What follows belongs to an exercise in optimizing a design on an open flow for small area, a short achievable clock period and few clock cycles per item; a production flow would make more cautious choices. Power is estimated from default activity; no workload was simulated.

== job 101 ==
Design xbus_filter, start of the top module:
module xbus_filter (
    input  logic        clk,
    input  logic        arst_n,
    input  logic [65:0] in_pkt,
    input  logic [7:0]  pad_value,
    output logic        vec_wr_en,
    output logic [15:0] vec_din,
    input  logic        vec_full,
    output logic        cache_full
);
    logic [1:0]  tag;
    logic        is_head;
    logic        is_body;
    logic [15:0] hx;
    logic [15:0] hy;
    assign tag = in_pkt[65:64];
    assign is_head = tag == 2'd1;
    assign is_body = tag == 2'd2;
    assign hx = in_pkt[15:0];
    assign hy = in_pkt[31:16];
    logic       x_lo;
    logic       x_hi;
    logic       y_lo;
    logic       y_hi;
    logic [7:0] ex;
    logic [7:0] ey;
    assign x_lo = hx[15:3] == '0;
    assign x_hi = hx == 16'hffff;
    assign y_lo = hy[15:3] == '0;
    assign y_hi = hy == 16'hffff;
    always_comb begin
        ex[0] = x_hi;
        ey[0] = y_hi;
        for (int i = 1; i < 8; i++) begin
            ex[i] = x_lo && hx[2:0] == 3'(i - 1);
            ey[i] = y_lo && hy[2:0] == 3'(i - 1);
        end
    end
    logic [5:0] h_colmask;
    logic [5:0] h_rowmask;
    always_comb begin
        for (int c = 0; c < 6; c++) begin
            h_colmask[c] = ex[c] | ex[c + 1] | ex[c + 2];
  ...
Size: about 810 cells after synthesis, roughly 230 flip-flops, ~95 I/O pins, roughly 0.010 mm² of cells after synthesis.
==> flow/config.mk <==
export PLATFORM = sky130hd
export DESIGN_NAME = xbus_filter
export DESIGN_NICKNAME = xbus_filter
export VERILOG_FILES = /design/flow/design.v
export SDC_FILE = /design/flow/constraint.sdc
export NUM_CORES = 4
export LEC_CHECK = 0
export CAP_MARGIN = 20
export CORE_MARGIN = 2
export CORE_UTILIZATION = 40
export SETUP_SLACK_MARGIN = 2.5
export SLEW_MARGIN = 20
==> flow/constraint.sdc <==
create_clock -name core_clock -period 4.5 [get_ports {clk}]
set_input_delay 0.9000 -clock core_clock [delete_from_list [all_inputs] [get_ports {clk}]]
set_output_delay 0.9000 -clock core_clock [all_outputs]
set_load 0.01 [all_outputs]
run.sh (not shown) runs the stock make flow with config.mk's settings and CLKGATE_MAP_FILE= SYNTH_SCRIPT=/design/flow/synth_recipe.tcl, a recipe that flattens the netlist after the stock synthesis.
Job 101 went all the way through synthesis, placement and routing and the layout is clean on timing, DRC and antenna.
Input-level comparison between job 102 and job 101:
# job 101
export LEC_CHECK = 0
export CAP_MARGIN = 20
export CORE_MARGIN = 2
export CORE_UTILIZATION = 40
export SETUP_SLACK_MARGIN = 2.5
export SLEW_MARGIN = 20
create_clock -name core_clock -period 4.5 [get_ports {clk}]
# job 102
export LEC_CHECK = 0
export CAP_MARGIN = 20
export CORE_MARGIN = 2
export CORE_UTILIZATION = 40
export CTS_BUF_LIST = sky130_fd_sc_hd__clkbuf_4
export SETUP_SLACK_MARGIN = 2.5
export SLEW_MARGIN = 20
create_clock -name core_clock -period 4.5 [get_ports {clk}]
Results
The final non-filler cell total reported for job 102 is greater than that of job 101 by 4.8%.
Post-place setup slack came out exactly the same in job 102 and job 101.
Relative to job 101, final worst-path cycle share has gone down in job 102.
Met1 global-route usage (lower): job 102
The area added between synthesis and finish of job 102 is lower than that of job 101.
Job 101 -> job 102: routed length on met2 flat
Timing startpoint of the critical path = lane0[1]: job 102; timing startpoint of the critical path = opad[0]: job 101
The following lists how job 103 was set up differently from job 102:
# job 102
export LEC_CHECK = 0
export CAP_MARGIN = 20
export CORE_MARGIN = 2
export CORE_UTILIZATION = 40
export CTS_BUF_LIST = sky130_fd_sc_hd__clkbuf_4
export SETUP_SLACK_MARGIN = 2.5
export SLEW_MARGIN = 20
create_clock -name core_clock -period 4.5 [get_ports {clk}]
# job 103
export LEC_CHECK = 0
export CAP_MARGIN = 20
export CORE_MARGIN = 2
export CORE_UTILIZATION = 40
export SETUP_SLACK_MARGIN = 2.0
export SLEW_MARGIN = 20
create_clock -name core_clock -period 4.5 [get_ports {clk}]
--- outcome ---
From job 102 to job 103 the numbers moved as follows: slew at the pin with the worst max-slew slack up 0.055 ns; static leakage shrank by about 5%; via total after detailed routing went down 356; final cell area excluding filler cells went down 5.7%. Wire length (job 103 vs. job 102) decreases by a few percent. Compared with job 102, in job 103 global-route track usage on met1 moved down; post-route total power has decreased; part of the cycle the worst path needs increased 6.5 points. Status | job 103 and job 102 | clean.
No functional check of the RTL was part of any run of this note.


Another version of the RTL of xbus_filter (not shown whole).
Size in the first run: roughly 800 cells after synthesis, roughly 230 flip-flops, roughly 95 I/O pins, roughly 0.0098 mm² of cells after synthesis.
clock: 4.5 ns
lec_check: 0
cap_margin: 20
core_margin: 2
core_utilization: 40
cts_buf_list: sky130_fd_sc_hd__clkbuf_4
setup_slack_margin: 2.5
slew_margin: 20
standard.sh (not shown) runs the stock make flow with config.mk's settings and CLKGATE_MAP_FILE= SYNTH_SCRIPT=/design/flow/synth_recipe.tcl, a recipe that flattens the netlist after the stock synthesis.
==> flow/flow/run.sh <==
#!/bin/bash
# Standard ORFS layout with two changes: the port buffers start as buf_1
# (the resizer still upsizes the ones on critical paths) and CTS inserts no
# dummy loads. Each tool's output goes to its own log in the work folder.
set -euo pipefail
bash standard.sh \
  'BUFFER_PORTS_ARGS=-buffer_cell sky130_fd_sc_hd__buf_1' \
  'CTS_ARGS=-sink_clustering_enable -repair_clock_nets -dont_use_dummy_load -buf_list sky130_fd_sc_hd__clkbuf_4' \
  MATCH_CELL_FOOTPRINT=0 \
  finish > make_finish.log 2>&1
The first run produced a clean layout.
Rerun with:
--- a/flow/config.mk
+++ b/flow/config.mk
@@ -11,3 +11,3 @@
 export CTS_BUF_LIST = sky130_fd_sc_hd__clkbuf_4
-export SETUP_SLACK_MARGIN = 2.5
+export SETUP_SLACK_MARGIN = 2.3
 export SLEW_MARGIN = 20
After rerunning: The changed run passed the timing, DRC and antenna checks. Worst hold slack gains 0.0086 ns. Combinational power fell by 22%. Count of clock-buffer cells in the layout rose by 2. Final cell count fell by 4.0%.
No run of this note included a check of the RTL's function; only the layout flow was run.


## P
The RTL this note starts from:
==> flow/design.v <==
`timescale 1ns/10ps
`default_nettype none
module xbus_filter (
    input  logic        clk,
    input  logic        arst_n,
    input  logic [65:0] in_pkt,
    input  logic [7:0]  pad_value,
    output logic        vec_wr_en,
    output logic [15:0] vec_din,
    input  logic        vec_full,
    output logic        cache_full
);
    logic [1:0]  tag;
    logic        is_head;
    logic        is_body;
    logic [15:0] hx;
    logic [15:0] hy;
    assign tag = in_pkt[65:64];
    assign is_head = tag == 2'd1;
    assign is_body = tag == 2'd2;
    assign hx = in_pkt[15:0];
    assign hy = in_pkt[31:16];
    logic       x_lo;
    logic       x_hi;
    logic       y_lo;
    logic       y_hi;
    logic [7:0] ex;
    logic [7:0] ey;
    assign x_lo = hx[15:3] == '0;
    assign x_hi = hx == 16'hffff;
    assign y_lo = hy[15:3] == '0;
    assign y_hi = hy == 16'hffff;
    always_comb begin
        ex[0] = x_hi;
        ey[0] = y_hi;
        for (int i = 1; i < 8; i++) begin
            ex[i] = x_lo && hx[2:0] == 3'(i - 1);
            ey[i] = y_lo && hy[2:0] == 3'(i - 1);
        end
    end
    logic [5:0] h_colmask;
    logic [5:0] h_rowmask;
    always_comb begin
        for (int c = 0; c < 6; c++) begin
            h_colmask[c] = ex[c] | ex[c + 1] | ex[c + 2];
            h_rowmask[c] = ey[c] | ey[c + 1] | ey[c + 2];
        end
    end
    logic [2:0] h_cv;
    logic [2:0] h_rv;
    always_comb begin
        for (int k = 0; k < 3; k++) begin
            h_cv[k] = 1'b0;
            h_rv[k] = 1'b0;
            for (int i = 0; i < 8; i++) begin
                if (i - 1 + k >= 1 && i - 1 + k <= 6) begin
                    h_cv[k] = h_cv[k] | ex[i];
                    h_rv[k] = h_rv[k] | ey[i];
                end
            end
        end
    end
    logic [1:0] h_base;
    logic [3:0] h_base_oh;
    assign h_base = {hy[0], 1'b0} + hx[1:0] + 2'd1;
    assign h_base_oh = 4'b0001 << h_base;
    function automatic logic [3:0] need_of(input int b, input logic [5:0] rm,
                                           input logic [5:0] cm);
        logic [3:0] n;
        n = '0;
        if (b < 9) begin
            for (int l = 0; l < 4; l++) begin
                n[l] = rm[(4 * b + l) / 6] & cm[(4 * b + l) % 6];
            end
        end
        need_of = n;
    endfunction
    logic [3:0]      ib;            
    logic [5:0]      colmask;
    logic [5:0]      rowmask;
    logic [2:0][3:0] nd;
    logic [3:0]      nd_next;       
    logic [1:0][3:0] nd_head;
    always_comb begin
        nd_next = 4'b1111;
        for (int b = 0; b < 9; b++) begin
            if (ib == 4'(b)) begin
                nd_next = (b + 3 < 9) ? need_of(b + 3, rowmask, colmask)
                        : ((b + 3 == 9) ? 4'b0000 : 4'b1111);
            end
        end
        for (int j = 0; j < 2; j++) begin
            nd_head[j] = need_of(j, h_rowmask, h_colmask);
        end
    end
    always_ff @(posedge clk or negedge arst_n) begin
        if (!arst_n) begin
            ib <= 4'd9;
            nd <= {4'b1111, 4'b1111, 4'b0000};
        end else if (is_head) begin
            ib <= 4'd0;
            nd <= {need_of(2, h_rowmask, h_colmask), nd_head};
        end else if (is_body) begin
            ib <= ib + 4'd1;
            nd <= {nd_next, nd[2:1]};
        end
    end
    always_ff @(posedge clk) begin
        if (is_head) begin
            colmask <= h_colmask;
            rowmask <= h_rowmask;
        end
    end
    logic [3:0] wr;
    assign wr = is_body ? nd[0] : 4'd0;
    logic [3:0]       wp;
    logic [3:0]       rp;
    logic [3:0]       t1;
    logic [3:0]       t2;
    logic [3:0]       pop;
    logic [3:0][15:0] head;
    for (genvar l = 0; l < 4; l++) begin : g_lane
        logic [15:0] m0;
        logic [15:0] m1;
        always_ff @(posedge clk or negedge arst_n) begin
            if (!arst_n) begin
                wp[l] <= 1'b0;
                rp[l] <= 1'b0;
                t1[l] <= 1'b0;
                t2[l] <= 1'b0;
            end else begin
                if (wr[l]) wp[l] <= !wp[l];
                if (pop[l]) rp[l] <= !rp[l];
                if (wr[l] && !pop[l]) begin
                    t1[l] <= 1'b1;
                    t2[l] <= t1[l];
                end else if (!wr[l] && pop[l]) begin
                    t1[l] <= t2[l];
                    t2[l] <= 1'b0;
                end
            end
        end
        always_ff @(posedge clk) begin
            if (wr[l] && !wp[l]) m0 <= {in_pkt[8 * (4 + l) +: 8], in_pkt[8 * l +: 8]};
            if (wr[l] && wp[l]) m1 <= {in_pkt[8 * (4 + l) +: 8], in_pkt[8 * l +: 8]};
        end
        assign head[l] = rp[l] ? m1 : m0;
    end
    logic       act;
    logic [8:0] pos;
    logic [8:0] opad;
    logic [3:0] lane0;
    logic       pend;
    logic [2:0] prv;
    logic [2:0] pcv;
    logic [3:0] pbase;
    logic [2:0] vfh;
    function automatic logic [3:0] rotl1(input logic [3:0] v);
        rotl1 = {v[2:0], v[3]};
    endfunction
    function automatic logic [3:0] rotl2(input logic [3:0] v);
        rotl2 = {v[1:0], v[3:2]};
    endfunction
    logic [2:0]      lv;
    logic [2:0]      lpad;
    logic [2:0][3:0] lane;
    logic            row_end0;      
    logic            row_end1;      
    assign row_end0 = pos[2] | pos[5];
    assign row_end1 = pos[1] | pos[4];
    assign lv[0] = act;
    assign lv[1] = act & !pos[8];
    assign lv[2] = act & !pos[8] & !pos[7];
    assign lpad = opad[2:0];
    assign lane[0] = lane0;
    assign lane[1] = row_end0 ? lane0 : rotl1(lane0);
    assign lane[2] = (row_end0 | row_end1) ? rotl1(lane0) : rotl2(lane0);
    logic       can_emit;
    logic       have0;
    logic       emit;
    logic       take;
    logic [8:0] new_pad;
    logic [3:0] new_base;
    assign can_emit = !(vec_full && vfh == 3'b111);
    assign have0 = lpad[0] || (lane0 & t1) != 4'd0;
    assign emit = act && have0 && can_emit;
    assign take = !act || (emit && pos[8]);
    assign pop = (emit && !lpad[0]) ? lane0 : 4'd0;
    always_comb begin
        for (int kh = 0; kh < 3; kh++) begin
            for (int kw = 0; kw < 3; kw++) begin
                new_pad[kh * 3 + kw] = pend ? !(prv[kh] && pcv[kw]) : !(h_rv[kh] && h_cv[kw]);
            end
        end
        new_base = pend ? pbase : h_base_oh;
    end
    always_ff @(posedge clk or negedge arst_n) begin
        if (!arst_n) begin
            act <= 1'b0;
            pend <= 1'b0;
            vfh <= '0;
            vec_wr_en <= 1'b0;
        end else begin
            vfh <= {vfh[1:0], vec_full};
            vec_wr_en <= emit;
            if (take) begin
                act <= pend || is_head;
            end
            if (is_head && !(take && !pend)) begin
                pend <= 1'b1;
            end else if (take) begin
                pend <= 1'b0;
            end
        end
    end
    logic [15:0] sel_pix;
    always_comb begin
        sel_pix = '0;
        for (int l = 0; l < 4; l++) begin
            sel_pix = sel_pix | ({16{lane0[l]}} & head[l]);
        end
    end
    always_ff @(posedge clk) begin
        if (take) begin
            pos <= 9'd1;
            opad <= new_pad;
            lane0 <= new_base;
        end else if (emit) begin
            pos <= {pos[7:0], 1'b0};
            opad <= {1'b1, opad[8:1]};
            lane0 <= lane[1];
        end
        if (is_head) begin
            prv <= h_rv;
            pcv <= h_cv;
            pbase <= h_base_oh;
        end
        vec_din <= lpad[0] ? {pad_value, pad_value} : sel_pix;
    end
    logic       cf_prev;        
    logic [2:0] ce;
    logic [2:0] av;
    logic       same01;
    logic       same12;
    logic [3:0] a0;
    logic [3:0] a1;
    logic [3:0] a2;
    logic [3:0] u1;             
    logic [3:0] u2;             
    logic [3:0] f1;             
    logic [3:0] f2;             
    logic [3:0] na;
    logic [3:0] nb;
    logic [3:0] nc;
    logic [3:0] w1;             
    logic [3:0] w2;
    logic [3:0] w3;
    logic       h01;
    logic       h0and1;
    logic [3:0] hw1;
    logic [3:0] hw2;
    logic [3:0] ov;
    logic [3:0] hov;
    logic       cf_n;
    logic       pend_hit;
    always_comb begin
        ce[0] = !(vec_full && vfh == 3'b111);
        ce[1] = !(vec_full && vfh[1:0] == 2'b11);
        ce[2] = !(vec_full && vfh[0]);
        same01 = !lpad[0] && row_end0;
        same12 = !lpad[1] && row_end1;
        av[0] = lv[0] && ce[0] && have0;
        av[1] = av[0] && lv[1] && ce[1]
            && (lpad[1] || (lane[1] & (same01 ? t2 : t1)) != 4'd0);
        av[2] = 1'b0 && lv[2] && ce[2]
            && (lpad[2] || (lane[2] & (same12 ? t2 : t1)) != 4'd0);
        a0 = (av[0] && !lpad[0]) ? lane[0] : 4'd0;
        a1 = (av[1] && !lpad[1]) ? lane[1] : 4'd0;
        a2 = (av[2] && !lpad[2]) ? lane[2] : 4'd0;
        u1 = a0 | a1 | a2;
        u2 = (a0 & a1) | (a1 & a2);
        f1 = ~t2 | u1;
        f2 = ~t1 | (~t2 & u1) | u2;
        na = nd[0];
        nb = (cf_prev && cache_full) ? 4'd0 : nd[1];
        nc = (cf_prev || cache_full) ? 4'd0 : nd[2];
        w1 = na | nb | nc;
        w2 = (na & nb) | (na & nc) | (nb & nc);
        w3 = na & nb & nc;
        ov = (w1 & ~f1) | (w2 & ~f2) | w3;
        h01 = h_rowmask[0] | h_rowmask[1];
        h0and1 = h_rowmask[0] & h_rowmask[1] & !cache_full;
        hw1 = {4{h01}};
        hw2 = {h0and1, h0and1, 2'b00};
        hov = (hw1 & ~f1) | (hw2 & ~f2);
        pend_hit = pend && (ib == 4'd9 || (ib == 4'd8 && !(cf_prev && cache_full))
                            || (ib == 4'd7 && !cf_prev && !cache_full));
        cf_n = (is_head ? hov != 4'd0 : ov != 4'd0) || pend_hit;
    end
    always_ff @(posedge clk or negedge arst_n) begin
        if (!arst_n) begin
            cache_full <= 1'b0;
            cf_prev <= 1'b0;
        end else begin
            cache_full <= cf_n;
            cf_prev <= cache_full;
        end
    end
endmodule
`default_nettype wire
==> flow/config.mk <==
export PLATFORM = sky130hd
export DESIGN_NAME = xbus_filter
export DESIGN_NICKNAME = xbus_filter
export VERILOG_FILES = /design/flow/design.v
export SDC_FILE = /design/flow/constraint.sdc
export NUM_CORES = 4
export LEC_CHECK = 0
export CAP_MARGIN = 20
export CORE_MARGIN = 2
export CORE_UTILIZATION = 40
export SETUP_SLACK_MARGIN = 3.0
export SLEW_MARGIN = 20
==> flow/constraint.sdc <==
create_clock -name core_clock -period 4.5 [get_ports {clk}]
set_input_delay 0.9000 -clock core_clock [delete_from_list [all_inputs] [get_ports {clk}]]
set_output_delay 0.9000 -clock core_clock [all_outputs]
set_load 0.01 [all_outputs]
run.sh (not shown) runs the stock make flow with config.mk's settings and CLKGATE_MAP_FILE= SYNTH_SCRIPT=/design/flow/synth_recipe.tcl, a recipe that flattens the netlist after the stock synthesis.
Stock flow here: none of the scripts above is used.
P finished end to end and its layout was clean on timing, DRC and antenna.
[inputs] Q vs P
Settings: swapping 3.0 for 2.5 in SETUP_SLACK_MARGIN; putting CTS_BUF_LIST at sky130_fd_sc_hd__clkbuf_8 where nothing was set.
==> comparison <==
On setup clock skew after layout, P beats Q. Detailed-route vias per instance shrinks by a few percent when moving from P to Q. Looking at peak supply drop, Q sits about 34% above P. Compared with P, in Q filler cell count saw an increase; post-route worst setup slack saw an increase; post-route cell area saw a decrease. Row worst setup slack after placement: Q lower / P higher. P has higher total length of routed wires than Q. Q vs P — total power dropped by a few percent. Q ended up with sky130_fd_sc_hd__edfxtp_1 as its slowest cell on the critical path; P ended up with sky130_fd_sc_hd__nor3b_4. Total area of sequential cells of Q is on par with P. Q ends up with lower fraction of final layout cells with drive strength greater than 1 than P does.
No run of this note included a check of the RTL's function; only the layout flow was run.

afterwards: timing with drivers on the ports:
The results above use ideal ports. As a check the final layouts listed here were re-extracted and re-timed, cells and wires unchanged. Step 1 sets driving cells, clkbuf_16 on the clock port and buf_2 on the other inputs (assumed; they add their load-dependent delay and slew). Step 2 moves the port delays by t, midway between the first and last clock arrival at a register: inputs arrive t later, outputs are due t later. That takes back most of the time a late clock gives input paths. Slacks: ideal / step 1 / step 2; pairs: ideal / step 1.
run | shift t [ns] | setup slack, ns | latest minus earliest clock arrival (ns)
job 101 | 0.573 | 2.276 / 2.276 / 1.771 | 0.017 / 0.017
job 102 | 0.708 | 2.330 / 2.325 / 1.643 | 0.064 / 0.064
job 103 | 0.558 | 2.036 / 2.055 / 1.497 | 0.013 / 0.014
the first run of note 2 | 0.701 | 2.225 / 2.225 / 1.833 | 0.107 / 0.107
the second run of note 2 | 0.667 | 2.252 / 2.252 / 1.726 | 0.120 / 0.120
P | 0.554 | 2.281 / 2.296 / 1.743 | 0.008 / 0.007
Q | 0.570 | 2.293 / 2.293 / 1.767 | 0.019 / 0.020
After both steps setup and hold are still met in every run listed. For job 102, which loses most, drivers alone change the setup slack by -0.005 ns; drivers and shift together by -0.687 ns.
